This design comes from an exercise in tuning for small area on the open sky130 flow, not from production work.
Only simulation tests tie the RTL to the original design; equivalence was not proved.

--- config.mk ---
export PLATFORM = sky130hd
export DESIGN_NAME = lqm_top
export DESIGN_NICKNAME = lqm_top
export VERILOG_FILES = /design/flow/design.v
export SDC_FILE = /design/flow/constraint.sdc
export NUM_CORES = 4
export LEC_CHECK = 0
export CAP_MARGIN = 20
export CORE_MARGIN = 2
export CORE_UTILIZATION = 40
export CTS_BUF_LIST = sky130_fd_sc_hd__clkbuf_16
export CTS_CLUSTER_DIAMETER = 80
export CTS_CLUSTER_SIZE = 30
export SETUP_SLACK_MARGIN = 0.15
export SLEW_MARGIN = 20
--- constraint.sdc ---
create_clock -name core_clock -period 6.0 [get_ports {i_clk}]
set_input_delay 1.2000 -clock core_clock [delete_from_list [all_inputs] [get_ports {i_clk}]]
set_output_delay 1.2000 -clock core_clock [all_outputs]
set_load 0.01 [all_outputs]
--- design.v ---
`default_nettype none
package lqm_pkg;
    localparam int QUE_N   = 8;
    localparam int QUE_W   = 3;
    localparam int BLK_N   = 16;
    localparam int BLK_AW  = 4;
    localparam int SUB_DEP = 4;
    localparam int SUB_AW  = 2;
    localparam int MEM_AW  = 6;
    localparam int DATA_W  = 16;
    localparam int CNT_W   = 7;
    localparam int BCNT_W  = 5;
    typedef logic [QUE_W-1:0]  qid_t;
    typedef logic [BLK_AW-1:0] blk_addr_t;
    typedef logic [SUB_AW-1:0] sub_addr_t;
    typedef logic [MEM_AW-1:0] mem_addr_t;
    typedef logic [DATA_W-1:0] data_t;
    typedef logic [CNT_W-1:0]  que_cnt_t;
    typedef logic [BCNT_W-1:0] blk_cnt_t;
    localparam sub_addr_t SUB_LAST = sub_addr_t'(SUB_DEP - 1);
    typedef struct packed {
        que_cnt_t  cnt;
        blk_cnt_t  bcnt;
        blk_addr_t head;
        blk_addr_t tail;
        sub_addr_t wsub;
        sub_addr_t rsub;
    } que_state_t;
    typedef struct packed {
        logic      vld;
        qid_t      qid;
        logic      alloc;
        blk_addr_t blk;
    } enq_upd_t;
    typedef struct packed {
        logic      vld;
        qid_t      qid;
        logic      rel;
        blk_addr_t nxt_head;
    } deq_upd_t;
endpackage
`default_nettype wire
`timescale 1ns/1ps
`default_nettype none
module lqm_top (
    input  logic        i_clk,
    input  logic        i_rst_n,
    input  logic        i_enq_vld,
    input  logic [2:0]  i_enq_qid,
    input  logic [15:0] i_enq_data,
    input  logic        i_deq_vld,
    input  logic [2:0]  i_deq_qid,
    input  logic [55:0] i_drop_th,
    output logic        o_enq_drop,
    output logic        o_deq_vld,
    output logic [15:0] o_deq_data
);
    logic [6:0] cnt  [8];
    logic [1:0] rsub [8];
    logic [3:0] head [8];
    logic [3:0] tail [8];
    logic [15:0] free_map;        
    logic [3:0]  link [16];       
    logic [15:0] dmem [64];       
    logic [5:0]  rd_addr;         
    logic [6:0] e_cnt;
    logic [1:0] e_rsub;
    logic [3:0] e_tail;
    logic [6:0] e_th;
    logic [1:0] e_wsub;
    logic       need_blk;
    logic       pool_ne;
    logic [3:0] free_blk;
    logic       accept;
    logic       alloc;
    logic [3:0] wr_blk;
    assign e_cnt  = cnt[i_enq_qid];
    assign e_rsub = rsub[i_enq_qid];
    assign e_tail = tail[i_enq_qid];
    assign e_th   = i_drop_th[i_enq_qid*7 +: 7];
    assign e_wsub = e_rsub + e_cnt[1:0];
    assign need_blk = (e_wsub == 2'd0);
    assign pool_ne = |free_map;
    always_comb begin
        free_blk = 4'd0;
        for (int i = 15; i >= 0; i--) begin
            if (free_map[i]) free_blk = 4'(i);
        end
    end
    assign accept = i_enq_vld && (e_cnt < e_th) && !(need_blk && !pool_ne);
    assign alloc  = accept && need_blk;
    assign wr_blk = need_blk ? free_blk : e_tail;
    logic e_has_blk;
    assign e_has_blk = (e_cnt != 7'd0) || (e_rsub != 2'd0);
    logic [6:0] d_cnt;
    logic [1:0] d_rsub;
    logic [3:0] d_head;
    logic       deq_ok;
    logic       rel;
    logic [3:0] nxt_head;
    assign d_cnt  = cnt[i_deq_qid];
    assign d_rsub = rsub[i_deq_qid];
    assign d_head = head[i_deq_qid];
    assign deq_ok = i_deq_vld && (d_cnt != 7'd0);
    assign rel    = deq_ok && (d_rsub == 2'd3);
    assign nxt_head = link[d_head];
    logic [6:0] e_inc, d_dec;
    assign e_inc = e_cnt + 7'd1;
    assign d_dec = d_cnt - 7'd1;
    for (genvar q = 0; q < 8; q++) begin : g_q
        logic eh, dh, ea, dr;
        assign eh = accept && (i_enq_qid == 3'(q));
        assign dh = deq_ok && (i_deq_qid == 3'(q));
        assign ea = eh && need_blk;
        assign dr = dh && (rsub[q] == 2'd3);
        always_ff @(posedge i_clk) begin
            if (!i_rst_n) begin
                cnt[q]  <= 7'd0;
                rsub[q] <= 2'd0;
            end else begin
                if (eh && !dh) cnt[q] <= e_inc;
                else if (dh && !eh) cnt[q] <= d_dec;
                if (dh) rsub[q] <= rsub[q] + 2'd1;
            end
        end
        always_ff @(posedge i_clk) begin
            if (ea) tail[q] <= free_blk;
            if (ea && (!e_has_blk || (dr && cnt[q] == 7'd1))) head[q] <= free_blk;
            else if (dr) head[q] <= nxt_head;
        end
    end
    always_ff @(posedge i_clk) begin
        if (!i_rst_n) begin
            free_map <= '1;
        end else begin
            for (int b = 0; b < 16; b++) begin
                if (alloc && free_blk == 4'(b)) free_map[b] <= 1'b0;
                else if (rel && d_head == 4'(b)) free_map[b] <= 1'b1;
            end
        end
    end
    always_ff @(posedge i_clk) begin
        if (alloc && e_has_blk) link[e_tail] <= free_blk;
    end
    logic [5:0] wr_addr;
    assign wr_addr = {wr_blk, e_wsub};
    for (genvar a = 0; a < 64; a++) begin : g_d
        always_ff @(posedge i_clk) begin
            if (accept && (wr_addr == 6'(a))) dmem[a] <= i_enq_data;
        end
    end
    always_ff @(posedge i_clk) begin
        if (!i_rst_n) begin
            o_enq_drop <= 1'b0;
            o_deq_vld  <= 1'b0;
        end else begin
            o_enq_drop <= i_enq_vld && !accept;
            o_deq_vld  <= deq_ok;
        end
    end
    always_ff @(posedge i_clk) begin
        rd_addr <= {d_head, d_rsub};
    end
    assign o_deq_data = dmem[rd_addr];
endmodule
`default_nettype wire
--- run.sh ---
#!/bin/bash
# synth_recipe.tcl (not shown) runs the flow's synth.tcl, then flattens the netlist and writes it again
# the make line also repeats each setting of config.mk as NAME=value (left out here)
make -C /OpenROAD-flow-scripts/flow DESIGN_CONFIG=/design/flow/config.mk WORK_HOME=/design/flow/orfs CLKGATE_MAP_FILE= SYNTH_SCRIPT=/design/flow/synth_recipe.tcl finish
==> flow_metrics.env <==
export IMPL_status="finished clean"
export IMPL_slowest_stage="nor2_2"
export IMPL_synth_area_mux_share=0.04050
export IMPL_grt_pass1_wl_mm=260.3
export IMPL_seq_area_frac_synth=0.7401
export IMPL_dieArea_um2=126200
export IMPL_syn_nets=3278
export IMPL_multi_input_area_um2=12430
export IMPL_min_path_type="flip-flop to flip-flop"
export IMPL_antenna_found_initial=4
export IMPL_yosys_area_share_simple=0.07144
export IMPL_syn_to_final_growth_pct=13.71
export IMPL_synthesis_area_um2=49330
export IMPL_layout_drive_gt1_share=0.1651
export IMPL_critPathKind="flip-flop to primary output"
export IMPL_start_util=0.4043
export IMPL_synthTopCellsByCount="edfxtp_1, nor2_1, a22oi_1"
export IMPL_ys_warn_count=6
export IMPL_arrival_ns=4.73
export IMPL_hold_end="rsub[3][1]$_SDFFE_PN0P_"
export IMPL_synth_edf_count=1152
export IMPL_ys_types=78
export IMPL_final_max_slew_violation_count=0
export IMPL_grt_start_max_net_pins=65
export IMPL_r2r_cells=12
export IMPL_clock_path_buffers=3
export IMPL_regArea_um2=36520
export IMPL_max_freq_mhz=168.7
export IMPL_setup_violations=0
export IMPL_yosysMostFrequentCell="edfxtp_1"
export IMPL_die_x_um=355.2
export IMPL_slowest_delay_ns=0.77
export IMPL_port_buffers=99
export IMPL_min_period_ns=5.926
export IMPL_whs_path_depth=2
export IMPL_fillCellCount=10650
export IMPL_layout_nets=3515
export IMPL_cts_sinks=1248
export IMPL_n_antenna_cell=0
export IMPL_async_flop_share=0
export IMPL_cts_htree_levels=2
export IMPL_synth_top_family_by_area="compound AO/OA/AOI/OAI gates"
export IMPL_numCtsBuffers=57
export IMPL_drv_cap=0
export IMPL_wl_mm=190.8
export IMPL_die_h_um=355.2
export IMPL_dp_hpwl_mm=122.8
export IMPL_synthTopCellsByArea="edfxtp_1, dfxtp_1, a22oi_1"
export IMPL_ys_ff_latch=1248
export IMPL_cts_root_buffer="clkbuf_16"
export IMPL_r2r_end="head[2][2]$_DFFE_PP_"
export IMPL_yosys_area_share_xor_xnor=0.003196
export IMPL_fin_skew_ns=0.09140
export IMPL_rsz0062_at_grt="no"
export IMPL_finalWeightedCongestion=0.9764
export IMPL_io_pins=100
export IMPL_num_vias=33510
export IMPL_firstDrtPassIters=8
export IMPL_power_density_nw_per_um2=290.6
export IMPL_worstMarginPinSlew_ns=1.076
export IMPL_cp_cell_sequence="nor2b_1 > nand3_1 > nor2_2 > buf_4 > a22oi_1 > nand4_1 > nor4_1 > a31oi_1 > clkdlybuf4s50_1"
export IMPL_cp_max_fo=10
export IMPL_rows=128
export IMPL_hp_start="rsub[3][1]$_SDFFE_PN0P_"
export IMPL_r2r_setup_slack_ns=1.59
export IMPL_drcViolationCount=0
export IMPL_end_kind="primary output"
export IMPL_synth_top_area_cell="edfxtp_1"
export IMPL_synth_compound_area_frac=0.1202
export IMPL_ctsHoldBuffers=0
export IMPL_grt_pass1_vias=31350
export IMPL_tns_ns=0
export IMPL_grt_overflow=0
export IMPL_leakagePower_nw=17.99
export IMPL_grt_usage=0.2982
export IMPL_peakVddDrop_v=0.0002673
export IMPL_fin_crit_sh=0.9877
export IMPL_synth_flop_cell="edfxtp_1"
export IMPL_required_ns=4.80
export IMPL_syn_inst=3170
export IMPL_start_kind="flip-flop"
export IMPL_holdWs_ns=0.5190
export IMPL_syn_avg_cell_area_um2=15.56
export IMPL_viasPerCell=6.608
export IMPL_synth_adder_area_share=0.006594
export IMPL_synth_top_area_frac=0.7012
export IMPL_drtIter0Drc=6169
export IMPL_core_area_um2=122000
export IMPL_reg2reg_from="cnt[0][3]$_SDFFE_PN0P_"
export IMPL_clk_pin_slew_ns=0.10
export IMPL_cts_setup_buffers=0
export IMPL_final_antenna_net_count=0
export IMPL_clock_latency_ns=0.77
export IMPL_tritoncts="built"
export IMPL_power_total_mw=16.30
export IMPL_avgRoutedWirePerCell_um=37.62
export IMPL_cts_resized=6
export IMPL_hold_viol=0
export IMPL_slew_headroom=0.2774
report_power, final:
group / switching [mW] / internal (mW) / total [mW]
clock: 2.99 / 1.96 / 4.95
combinational: 1.12 / 0.516 / 1.63
sequential: 0.0919 / 9.63 / 9.72
critical path, delay by kind of cell (launching register included):
| kind | cells | cell delay (ns) |
|---|---|---|
| simple gates | 5 | 1.68 |
| buf+inv | 2 | 1.07 |
| compound gates | 2 | 0.66 |
| flops | 1 | 0.56 |
cell type report:
type	count	share of cell area
clock inverter	41	0.009546
multi-input combinational	1704	0.2215
inverter	46	0.003078
timing repair buffer	350	0.05331
clock buffer	57	0.02543
tap	1625	0.03624
sequential	1248	0.6509
per-stage QoR:
| stage | utilization | instance area, µm² | worst slack [ns] | std cells |
|---|---|---|---|---|
| 6_report | 0.4597 | 56100 | 0.07398 | 5071 |
| 5_1_grt | 0.4597 | 56100 | 0.1593 | 5071 |
| 3_3_place_gp | 0.4431 | 54070 | 0.2414 | 4973 |
| 4_1_cts | 0.4594 | 56060 | 0.1749 | 5071 |
| 2_1_floorplan | - | 49350 | 0.3505 | 3170 |
| 3_5_place_dp | 0.4431 | 54070 | 0.2011 | 4973 |
cells in the final DEF (no fill, tap or decap), types with 53 or more instances in the layout:
master / synthesis / routed
edfxtp_1: 1152 / 1152
a22oi_1: 250 / 250
buf_4: 4 / 233
nor2_1: 289 / 168
a221oi_1: 125 / 125
a22o_1: 120 / 120
nor2_2: 1 / 102
mux2i_1: 98 / 98
nand3_1: 97 / 97
dfxtp_1: 96 / 96
nand4_1: 81 / 81
clkdlybuf4s50_1: 0 / 77
nand2_1: 69 / 69
a21oi_1: 63 / 63
clkbuf_16: 0 / 57
inv_1: 42 / 54
o21ai_0: 53 / 53
kinds of logic (layout without fill, tap and decap cells):
family | count (synthesis) | count (layout)
multiplexers | 161 | 161
flip-flops | 1248 | 1248
AO/OA/AOI/OAI | 773 | 773
AND/OR/NAND/NOR | 726 | 726
buffers and inverters | 218 | 494
adder cells (fa/ha/maj) | 26 | 26
XOR/XNOR | 18 | 18
how the worst max path moves through the flow:
stage | startpoint | end | slack, ns
detailed placement | i_enq_qid[0] | head[2][0]$_DFFE_PP_ | 0.20
floorplan | i_enq_qid[0] | head[1][3]$_DFFE_PP_ | 0.35
finish | rd_addr[3]$_DFF_P_ | o_deq_data[5] | 0.07
CTS | rd_addr[1]$_DFF_P_ | o_deq_data[13] | 0.17
global placement | i_enq_qid[0] | head[3][3]$_DFFE_PP_ | 0.24
global route | rd_addr[1]$_DFF_P_ | o_deq_data[13] | 0.16
routing by layer:
metal / global-route usage / part of all wire / routed length (µm) / vias up
li1: - / - / - / 13330
met1: 0.4051 / 0.36 / 69430 / 16850
met2: 0.4500 / 0.44 / 83610 / 2827
met3: 0.08128 / 0.14 / 27080 / 500
met4: 0.1306 / 0.056 / 10630 / 2
met5: 0 / 0.000063 / 12 / -
sequential cells by signal (all words and copies together), names as in the netlist:
signal / cells
dmem: 1024
link: 64
cnt: 56
head: 32
tail: 32
free_map: 16
rsub: 16
rd_addr: 6
o_deq_vld: 1
o_enq_drop: 1

## separate check: timing with driven ports
In the flow no input, the clock included, has a driving cell. The finished layout below was timed again as built, in two steps. Step 1, drivers: a clkbuf_16 drives i_clk and a buf_2 each remaining input, both assumed. Step 2 moves the port delays by t, midway between the first and last clock arrival at a register: inputs arrive t later, outputs are due t later. That takes back most of the time a late clock gives input paths. a / b / c = ideal / step 1 / step 2; a / b = the first two.
t (ns): 0.788
setup slack, ns: 0.074 / 0.003 / 0.192
hold slack, ns: 0.519 / 0.519 / 0.519
worst data-port slew with drivers (ns): 0.05
After both steps setup and hold are still met in this run. The setup slack of this run moves by -0.071 ns with the drivers and by +0.118 ns with both steps.
